Background: an optimization exercise with open tools, aiming at small area, a short achievable clock period and few clock cycles per item. Do not read the settings as production practice. Function was not checked in any run shown here: the RTL went through the layout flow alone.

==> flow/design.v, too long to show whole: its modules and the start of the top module <==
// module series_eval_engine: 108 lines
// module sev_fa: 4 lines
// module sev_fa1: 4 lines
// module sev_gp: 4 lines
// module sev_pgc: 4 lines
// module sev_bsel: 3 lines
// module sev_bseln: 3 lines
// module sev_benc: 4 lines
// module sev_mx2: 3 lines
// module sev_gc: 3 lines
// module sev_sq16: 643 lines
// module sev_mul16: 964 lines
// module sev_macadd16: 1038 lines
// module sev_macsub16: 1083 lines
module series_eval_engine #(
    parameter int WIDTH = 16,
    parameter int TERMS = 4
) (
    input  logic             clk,
    input  logic             rst,
    input  logic             start,
    input  logic [WIDTH-1:0] x,
    input  logic             coef_wr,
    input  logic [2:0]       coef_addr,
    input  logic [WIDTH-1:0] coef_data,
    output logic             busy,
    output logic             done,
    output logic [WIDTH-1:0] result,
    output logic             ovf
);
  // ...
==> flow/run.sh <==
#!/bin/bash
# synth_recipe.tcl (not shown) runs the flow's synth.tcl, then flattens the netlist and writes it again
# the make line also repeats each setting of config.mk as NAME=value (left out here)
make -C /OpenROAD-flow-scripts/flow DESIGN_CONFIG=/design/flow/config.mk WORK_HOME=/design/flow/orfs CLKGATE_MAP_FILE= SYNTH_SCRIPT=/design/flow/synth_recipe.tcl finish
==> flow/config.mk <==
export PLATFORM = sky130hd
export DESIGN_NAME = series_eval_engine
export DESIGN_NICKNAME = series_eval_engine
export VERILOG_FILES = /design/flow/design.v
export SDC_FILE = /design/flow/constraint.sdc
export NUM_CORES = 4
export LEC_CHECK = 0
export CAP_MARGIN = 20
export CORE_MARGIN = 2
export CORE_UTILIZATION = 40
export SETUP_SLACK_MARGIN = 5
export SLEW_MARGIN = 20
export SYNTH_HIERARCHICAL = 1
==> flow/constraint.sdc <==
create_clock -name core_clock -period 11.0 [get_ports {clk}]
set_input_delay 2.2000 -clock core_clock [delete_from_list [all_inputs] [get_ports {clk}]]
set_output_delay 2.2000 -clock core_clock [all_outputs]
set_load 0.01 [all_outputs]
==> flow_summary.toml, run 1 <==
[outcome]
status = "no timing/DRC/antenna violations"

[setup_path]
crit_type = "reg -> reg"
r2r-end = "ovf4_q"
startpoint = "c2_q[3]"
cp-start-kind = "flop"
critPathMaxStageDelay_ps = 870

[drt]
drcViolationCount = 0
ant_nets = 0
highest_layer = "met4"
drt-total-wl_um = 157400

[yosys]
synth.area.mux_share_pct = 1.287
synth_fa_ha_area_share_pct = 56.02
yosysUniqueCellTypes = 49
synth_top_area_share_pct = 48.10
synth_compound_area_share_pct = 5.484
netlist_top_cells_area = "fa_1, and2_1, dfxtp_1"
ys_warn_count = 7
synth_xor_area_share_pct = 1.880
yosysMostFrequentCell = "fa_1"
synth-simple-area-share_pct = 20.35

[global_route]
use_met2_pct = 35.38
grt_pass1_wl_um = 259100
grt_max_degree = 58
first_global_vias = 46239
grt_use_total_pct = 20.74

[timing]
hold-worst-slack_ps = 323.0

[cts]
cts_root_buf = "clkbuf_16"
cts_buffers = 47
cts_tree = "built"
clock_path_buffers = 3

[finish]
multiInputGateArea_mm2 = 0.05314
clockBufferCount = 60
design_area_mm2 = 0.06651
fin_util_pct = 43.02
fill_cells = 14689
largest_cell_class = "multi-input gates"

[die]
dieHeight_um = 399.1
core_area_mm2 = 0.1546
==> inputs of run 2 (changes only) <==
--- a/flow/config.mk
+++ b/flow/config.mk
@@ -8,6 +8,5 @@
 export CAP_MARGIN = 20
 export CORE_MARGIN = 2
 export CORE_UTILIZATION = 40
-export SETUP_SLACK_MARGIN = 5
 export SLEW_MARGIN = 20
 export SYNTH_HIERARCHICAL = 1
==> run 2 against run 1 <==
Net effect: still clean; sequential cell count is the same; count of clock-buffer cells in the layout is the same; clock skew is the same; synthesized cell count is the same; largest cell class unchanged.
==> flow_summary.toml, run 2 <==
[outcome]
status = "no timing/DRC/antenna violations"

[hold_path]
min_from = "acc1_q[15]"
hold-path-cell-count = 0
min_to = "acc2_q[15]"
min_path_type = "reg -> reg"

[yosys]
synth_top_area_cell = "fa_1"
syn_area_mm2 = 0.06243
synth-main-ff-cell = "dfxtp_1"
ys_warn_count = 7
netlist_top_cells_area = "fa_1, and2_1, dfxtp_1"
syn_inst = 5599
ys_ff_latch = 356
syn_avg_cell_area_um2 = 11.15
yosysUniqueCellTypes = 49
synth-seq-area-share_pct = 12.02
synthArstFlopShare_pct = 21.07
yosysMostFrequentCell = "fa_1"
synth_edf_count = 0
synth_top_area_share_pct = 48.10
yosys-top-cells-count = "fa_1, and2_1, nand2_1, a21o_1, ha_1"

[setup_path]
crit_slowest_cell = "dfrtp_1"
critPathCaptureType = "flop"
path_cells = "and2_1 > fa_1 > fa_1 > fa_1 > fa_1 > fa_1 > fa_1 > ha_1 > a21o_1 > a21o_1 > a21o_1 > a21o_1 > a21o_1 > mux2_4"
r2r_start = "c2_q[3]"
cp_common_cell = "fa_1"
crit_type = "reg -> reg"
cp_data_required_time_ps = 11530
cp-start-kind = "flop"
reg2reg_depth = 14
critPathMaxStageDelay_ps = 870
cp.arrival_ps = 6220
r2r-end = "ovf4_q"
worstPathMaxFanout = 18
r2r_setup_slack_ps = 5300

[drt]
num_vias = 39806
avgRoutedWirePerCell_um = 20.80
drt_first_pass_iters = 5
ant_nets = 0
drt-total-wl_um = 157400
drcViolationCount = 0
drt_iter0_drc = 2262
vias_per_cell = 5.260

[cts]
cts.sinks = 356
clock_path_buffers = 3
clk_latency_ps = 650
cts_root_buf = "clkbuf_16"
postCtsResizedCells = 0
postCtsSetupBuffers = 0
ctsHoldBuffers = 0
cts_buffers = 47
clk_pin_slew_ps = 60
htree_levels = 2
cts_tree = "built"

[finish]
drive_above_1_share_pct = 5.198
layout.nets = 7416
syn_to_final_growth_pct = 6.530
layout_commonest_cell = "fa_1"
fill_cells = 14689
design_area_mm2 = 0.06651
most-common-layout-cells = "fa_1, and2_1, nand2_1, a21o_1, ha_1"

[flow_run]
max_cap_viol_count = 0

[timing]
min_period_over_period_pct = 51.78
rsz0062_at_grt = "false"
timing.fmax_mhz = 175.6
period_minus_slack_ps = 5696
finalClockSkew_ps = 72.09
finalHoldViolCount = 0
maxSlewViolCount = 0
finalSetupViolations = 0
finalSetupTns_ps = 0
slew_headroom_pct = 35.36
tightest_slew_ps = 968.3

[die]
die_x_um = 399.1
initial_core_util_pct = 40.38
io_pins = 58
core_area_mm2 = 0.1546
dieHeight_um = 399.1
die-area_mm2 = 0.1592
rows = 144

[global_route]
grt_max_degree = 58
grt_pass1_wl_um = 259100
antenna_found_initial = 4
grt_remaining_overflow = 0
grt_use_total_pct = 20.74
first_global_vias = 46239

[place]
postPlaceCellArea_mm2 = 0.06483
dp_hpwl_um = 115300
place_congestion = 0.8167
port_buffers = 57
run 2: stage by stage:
stage / util [%] / hold WS, ps / worst slack, ps / cells
floorplan: - / 309.6 / 5576 / 5612
global placement: 41.94 / 310.4 / 5374 / 7477
detailed placement: 41.94 / 312.1 / 5288 / 7477
CTS: 43.02 / 324.0 / 5356 / 7565
global route: 43.02 / 327.4 / 5056 / 7566
finish: 43.02 / 323.0 / 5304 / 7568
run 2: worst max path at each step:
| stage | start | to | slack, ps | cells after the start |
|---|---|---|---|---|
| floorplan | x3_q[14] | ovf3_q | 5580 | 16 |
| global placement | x7_q[14] | ovf_q | 5370 | 14 |
| detailed placement | x3_q[2] | ovf3_q | 5290 | 14 |
| CTS | x3_q[2] | ovf3_q | 5360 | 14 |
| global route | c3_q[2] | ovf_q | 5060 | 14 |
| finish | c2_q[3] | ovf4_q | 5300 | 14 |
run 2: critical path, delay by kind of cell (launching register included):
family | cells | cell delay [ps]
adders and majority gates | 7 | 3060
AOI/OAI and AO/OA | 5 | 1090
DFF | 1 | 870
muxes | 1 | 290
and+or+nand+nor | 1 | 260
run 2: cells by family after synthesis:
family / after synthesis / synth area share, %
and+or+nand+nor: 2232 / 20.35
adders and majority gates: 1895 / 56.02
AOI/OAI and AO/OA: 459 / 5.484
buffers and inverters: 451 / 2.936
DFF: 356 / 12.02
xor gates and xnor gates: 134 / 1.880
muxes: 67 / 1.287
other: 5 / 0.03007
run 2: modules after synthesis, one instance, submodules excluded, excerpt:
module              cells  flip-flops and latches  area [um2]  copies in the design
sev_mul16             347                       0        2072                     4
sev_fa1                 5                       0       27.53                    23
sev_macsub16          389                       0        1823                     2
sev_sq16              196                       0        1200                     1
series_eval_engine    438                     356        8392                     1
sev_gp                  1                       0       12.51                   372
sev_macadd16          363                       0        2193                     1
sev_fa                  1                       0       20.02                  1500
sev_mx2                 1                       0       15.01                     3
run 2: per-layer routing:
metal | routed length (um) | up-vias | track usage (%) | part of all wire [%]
li1 | - | 17361 | - | -
met1 | 68330 | 21125 | 27.64 | 43
met2 | 76980 | 1082 | 35.38 | 49
met3 | 8139 | 238 | 3.018 | 5.2
met4 | 3974 | 0 | 5.465 | 2.5
met5 | 0 | - | 0 | 0
run 2: final cells by class:
type / count / area, um2 / area share (%)
clock buffer: 60 / 1336 / 2.009
sequential: 356 / 7505 / 11.28
clock inverter: 28 / 327.8 / 0.4929
multi-input combinational: 4805 / 53140 / 79.91
inverter: 148 / 556.8 / 0.8372
antenna: 3 / 7.507 / 0.01129
tap: 2044 / 2557 / 3.846
timing repair buffer: 124 / 1074 / 1.614

port drivers added, routing unchanged:
The results above use ideal ports. As a check the final layouts listed here were re-extracted and re-timed, cells and wires unchanged. Step 1, drivers: a clkbuf_16 drives clk and a buf_2 each remaining input, both assumed. Step 2 adds t to the input delays and takes it off the output delays; t is the mean of the earliest and latest rising clock arrival at the registers after step 1. Input paths then give back, and output paths get back, about the clock's delay inside the block. Slacks: no drivers / after step 1 / after step 2; pairs: no drivers / after step 1.
run | t, ns | setup WS [ns] | latest minus earliest clock arrival (ns) | slew at the worst register clock pin (ns) | pins driven straight from the clock port
run 1 | 0.697 | 5.304 / 5.304 / 5.304 | 0.077 / 0.078 | 0.07 / 0.07 | 1
run 2 | 0.697 | 5.304 / 5.304 / 5.304 | 0.077 / 0.078 | 0.07 / 0.07 | 1
After both steps setup and hold are still met in every run listed.
